This design comes from an exercise in tuning for small area, a short achievable clock period and few clock cycles per item on the open sky130 flow, not from production work. No activity file was given, so power comes from the tool's default toggle rates.

==> run E <==
## pitch_core
module pitch_core (
    input  logic       i_clk,
    input  logic       reset,
    input  logic       start,
    input  sdram_pkg::mem_addr_t  src_addr,
    input  sdram_pkg::mem_addr_t  dst_addr,
    input  logic [3:0] speed,
    output logic       done,
    output sdram_pkg::mem_req_t   mem_req,
    input  sdram_pkg::mem_data_t  mem_readdata,
    input  logic       finished
);
Settings: LEC_CHECK=0, CAP_MARGIN=20, CORE_MARGIN=2, CORE_UTILIZATION=40, CTS_BUF_LIST=sky130_fd_sc_hd__clkbuf_8, CTS_CLUSTER_SIZE=30, SETUP_SLACK_MARGIN=5, SLEW_MARGIN=20; clock period 10.0 ns.
standard.sh (not shown) runs the stock make flow with config.mk's settings and CLKGATE_MAP_FILE= SYNTH_SCRIPT=/design/flow/synth_recipe.tcl, a recipe that flattens the netlist after the stock synthesis.
==> flow/flow/run.sh <==
#!/bin/bash
set -e
MARGIN=${MARGIN:-6.5}
bash standard.sh finish SETUP_SLACK_MARGIN=$MARGIN > standard.log 2>&1
==> inputs of run H, as changes to run E <==
--- a/flow/design.v
+++ b/flow/design.v
@@ -95,39 +95,37 @@
     assign r3 = ({31{e3[0]}} & (xs3 << 6))
         | ({31{e3[1]}} & (xs3 << 1))
         | ({31{e3[2]}} & (xs3 << 0));
     logic [30:0] xs4;
     assign xs4 = {{15{x[15] ^ n4}}, x ^ {16{n4}}};
     assign r4 = ({31{e4[0]}} & (xs4 << 0));
     assign rt = {31{et}} & {xs[15:0], 15'd0};
+    logic [30:0] rtk;
+    assign rtk = rt | k;
     logic [30:0] t0, u0, m0;
     assign t0 = r0 ^ r1 ^ r2;
     assign m0 = (r0 & r1) | (r0 & r2) | (r1 & r2);
     assign u0 = {m0[29:0], 1'b0};
     logic [30:0] t1, u1, m1;
-    assign t1 = r3 ^ r4 ^ k;
-    assign m1 = (r3 & r4) | (r3 & k) | (r4 & k);
+    assign t1 = r3 ^ r4 ^ rtk;
+    assign m1 = (r3 & r4) | (r3 & rtk) | (r4 & rtk);
     assign u1 = {m1[29:0], 1'b0};
     logic [30:0] t2, u2, m2;
     assign t2 = t0 ^ u0 ^ t1;
     assign m2 = (t0 & u0) | (t0 & t1) | (u0 & t1);
     assign u2 = {m2[29:0], 1'b0};
     logic [30:0] t3, u3, m3;
     assign t3 = t2 ^ u2 ^ u1;
     assign m3 = (t2 & u2) | (t2 & u1) | (u2 & u1);
     assign u3 = {m3[29:0], 1'b0};
-    logic [30:0] t4, u4, m4;
-    assign t4 = t3 ^ u3 ^ rt;
-    assign m4 = (t3 & u3) | (t3 & rt) | (u3 & rt);
-    assign u4 = {m4[29:0], 1'b0};
     logic [8:0] lo_sum;
-    assign lo_sum = {1'b0, t4[7:0]} + {1'b0, u4[7:0]};
+    assign lo_sum = {1'b0, t3[7:0]} + {1'b0, u3[7:0]};
     assign cin = lo_sum[8];
-    assign s = t4[30:8];
-    assign c = u4[30:8];
+    assign s = t3[30:8];
+    assign c = u3[30:8];
 endmodule
 module pitch_core (
     input  logic       i_clk,
     input  logic       reset,
     input  logic       start,
     input  sdram_pkg::mem_addr_t  src_addr,
     input  sdram_pkg::mem_addr_t  dst_addr,
@@ -160,19 +158,19 @@
     logic        nx_wrap;            
     logic [3:0]  nx_d;
     logic [2:0]  nx_inc;             
     logic        nx_sh;              
     logic [1:0]  cstep;
     logic [15:0] a_x;
     logic [3:0]  a_c;
-    logic        a_v, a_last, a_ch, a_init;
+    logic        a_v, a_last, a_init;
     logic [22:0] qs, qc;             
     logic        qcin;
-    logic        q_v, q_last, q_ch, q_init;
-    logic [15:0] acc_l, acc_r;
+    logic        q_v, q_last, q_init;
+    logic [15:0] acc0, acc1;         
     logic [31:0] res;
     logic        res_v;
     mem_addr_t   res_addr;
     logic        req_rd, req_wr;
     mem_addr_t   req_addr;
     logic [31:0] req_wdata;
     assign mem_req = {req_rd, req_wr, req_addr, req_wdata};
@@ -234,20 +232,21 @@
         if (!advance)       need = nsh;
         else if (chain_end) need = last_chain ? 2'd0 : (lt8 ? 2'd2 : 2'd1);
         else                need = {1'b0, nx_sh};
     end
     assign shift_now = (st == S_WALK) && (need != 2'd0) && avail;
     assign nsh_after = need - {1'b0, shift_now};
     assign wr_avail    = res_v || fin_now;
-    assign rd_possible = (st == S_WALK) && !req_rd && !nxt_v;
-    assign want_cur    = (nsh != 2'd0);
-    assign want_pf     = pos_ok && (pf_next || (chain_end && !last_chain));
+    assign rd_possible = (st == S_WALK) && !nxt_v && (!req_rd || (need != 2'd0));
+    assign want_cur    = req_rd ? (need == 2'd2) : (nsh != 2'd0);
+    assign want_pf     = req_rd ? (!advance && nsh == 2'd1 && pf_next)
+                                : (pos_ok && (pf_next || (chain_end && !last_chain)));
     assign wr_issue    = port_free && wr_avail && !(rd_possible && want_cur);
     assign rd_issue    = port_free && rd_possible && !wr_issue && (want_cur || want_pf);
-    assign rd_addr     = (pos_ok && chain_end) ? srcq : rp;
+    assign rd_addr     = req_rd ? rp + mem_addr_t'(step) : ((pos_ok && chain_end) ? srcq : rp);
     logic [15:0] x;
     logic        selw, is_tail;
     logic [22:0] ms, mc;
     logic        mcin;
     always_comb begin
         selw = cstep[1] | eq8 | nsh[0];
         case ({selw, cstep[0]})
@@ -258,18 +257,18 @@
         endcase
         is_tail = lt8 ? cstep[1] : !cstep[1];
     end
     pitch_mul_a i_mul (.x(a_x), .cidx(a_c), .s(ms), .c(mc), .cin(mcin));
     logic [22:0] tot;
     logic [15:0] acc_in, sum;
     logic [31:0] out_word;
-    assign acc_in   = q_init ? 16'd0 : (q_ch ? acc_r : acc_l);
+    assign acc_in   = q_init ? 16'd0 : acc1;
     assign tot      = {acc_in, 7'd0} + qs + qc + {22'd0, qcin};
     assign sum      = tot[22:7];
-    assign out_word = q_ch ? {acc_l, sum} : {sum, acc_r};
+    assign out_word = {acc0, sum};      
     always_ff @(posedge i_clk) begin
         if (reset) begin
             st            <= S_IDLE;
             done          <= 1'b0;
             req_rd  <= 1'b0;
             req_wr <= 1'b0;
             nsh           <= 2'd0;
@@ -314,21 +313,19 @@
                 default: st <= S_IDLE;
             endcase
         end
     end
     always_ff @(posedge i_clk) begin
         a_x     <= x;
         a_c     <= {is_tail, d[2:0]};
-        a_ch    <= cstep[0];
         a_init  <= !cstep[1] || (lt8 ? (d == 4'd0) : first);
         a_last  <= (cstep == c_last);
         qs      <= ms;
         qc      <= mc;
         qcin    <= mcin;
-        q_ch    <= a_ch;
         q_init  <= a_init;
         q_last  <= a_last;
         if (advance || st == S_LEN2) begin
             nx_wrap <= nx_sel[8];
             nx_d    <= nx_sel[7:4];
             nx_inc  <= nx_sel[3:1];
             nx_sh   <= nx_sel[0];
@@ -336,16 +333,16 @@
         if (shift_now) begin
             lo <= hi;
             hi <= nxt_v ? nxt : mem_readdata;
         end else if (rd_fin) begin
             nxt <= mem_readdata;
         end
         if (q_v) begin
-            if (q_ch) acc_r <= sum;
-            else      acc_l <= sum;
+            acc1 <= acc0;
+            acc0 <= sum;
         end
         if (fin_now) res <= out_word;
         if (wr_issue) begin
             req_addr      <= res_addr;
             req_wdata <= res_v ? res : out_word;
         end
         if (rd_issue) begin
==> flow/config.mk (replaced) <==
export PLATFORM = sky130hd
export DESIGN_NAME = pitch_core
export DESIGN_NICKNAME = pitch_core
export VERILOG_FILES = /design/flow/design.v
export SDC_FILE = /design/flow/constraint.sdc
export NUM_CORES = 4
export LEC_CHECK = 0
export CAP_MARGIN = 20
export CORE_MARGIN = 2
export CORE_UTILIZATION = 40
export CTS_BUF_LIST = sky130_fd_sc_hd__clkbuf_16
export CTS_CLUSTER_DIAMETER = 80
export CTS_CLUSTER_SIZE = 20
export SETUP_SLACK_MARGIN = 5
export SLEW_MARGIN = 20
==> notes.md <==
Worst-case vdd ir drop: run H 0.1337 mV; run E 0.1272 mV
Pre-CTS setup slack: run H 4.849 ns; run E 4.779 ns
Reg2Reg Depth: run H 7; run E 13
Sw frac: run H 32.87%; run E 37.50%
Fraction of layout instances using a drive strength above 1: run H 13.23%; run E 20.82%
Layout non-clock buf frac: run H 6.510%; run E 8.105%
Number of optimization iterations in the first detailed-route pass: run H 6; run E 7
Number of global-route vias before repair: run H 20,850; run E 21,230
Int Power: run H 4.249 mW; run E 6.155 mW
Per-cell via count in the routed design: run H 5.544; run E 5.512
Routed length on met1: run H 29.98 mm; run E 31.48 mm
Global-route track usage on met2: run H 33.81%; run E 33.37%
Reg-to-reg setup timing slack: run H 6.60 ns; run E 6.33 ns
Critical path capture point: run H req_addr[21]; run E req_wdata[14]
Result of the run: run H timing/DRC/antenna clean; run E timing/DRC/antenna clean
Die area: run H 0.07393 mm²; run E 0.07430 mm²
Filler instances: run H 6,449; run E 6,350
Worst Min Path Start: run H a_init; run E a_ch
Met1 usage in global routing: run H 25.00%; run E 25.54%
Final standard cell area without fillers: run H 0.03323 mm²; run E 0.03526 mm²
Headroom to the max-slew limit: run H 34.23%; run E 33.53%
Via count of the routed design: run H 20,470; run E 20,990
Combinational power: run H 1.95 mW; run E 4.48 mW
Post-CTS setup-driven buffer insertion count: run H 27; run E 62
Power Total: run H 6.329 mW; run E 9.848 mW
Largest net degree at the start of global routing: run H 89; run E 91
No run of this note included a check of the RTL's function; only the layout flow was run.

-- what the ideal ports hide --
Ports are ideal in the flow. The routed layouts listed here were re-timed in OpenROAD.
Step 1, drivers: a clkbuf_16 drives i_clk and a buf_2 each remaining input, both assumed.
Step 2 also shifts input and output timing later by t, the mid clock arrival at the registers, as if the neighbouring blocks saw the same clock.
Three values: ideal ports, drivers, drivers and shift; two values: the first two.
run | t, ns | setup WS [ns] | worst slew at a driven data input, ns | cell pins on the clock port's net
run E | 0.732 | 6.330 / 6.330 / 5.814 | 0.08 | 1
run H | 0.640 | 6.545 / 6.494 / 5.887 | 0.08 | 1
After both steps every run listed still meets setup and hold. The setup slack of run H, which loses most, moves by -0.051 ns with the drivers and by -0.658 ns with both steps.
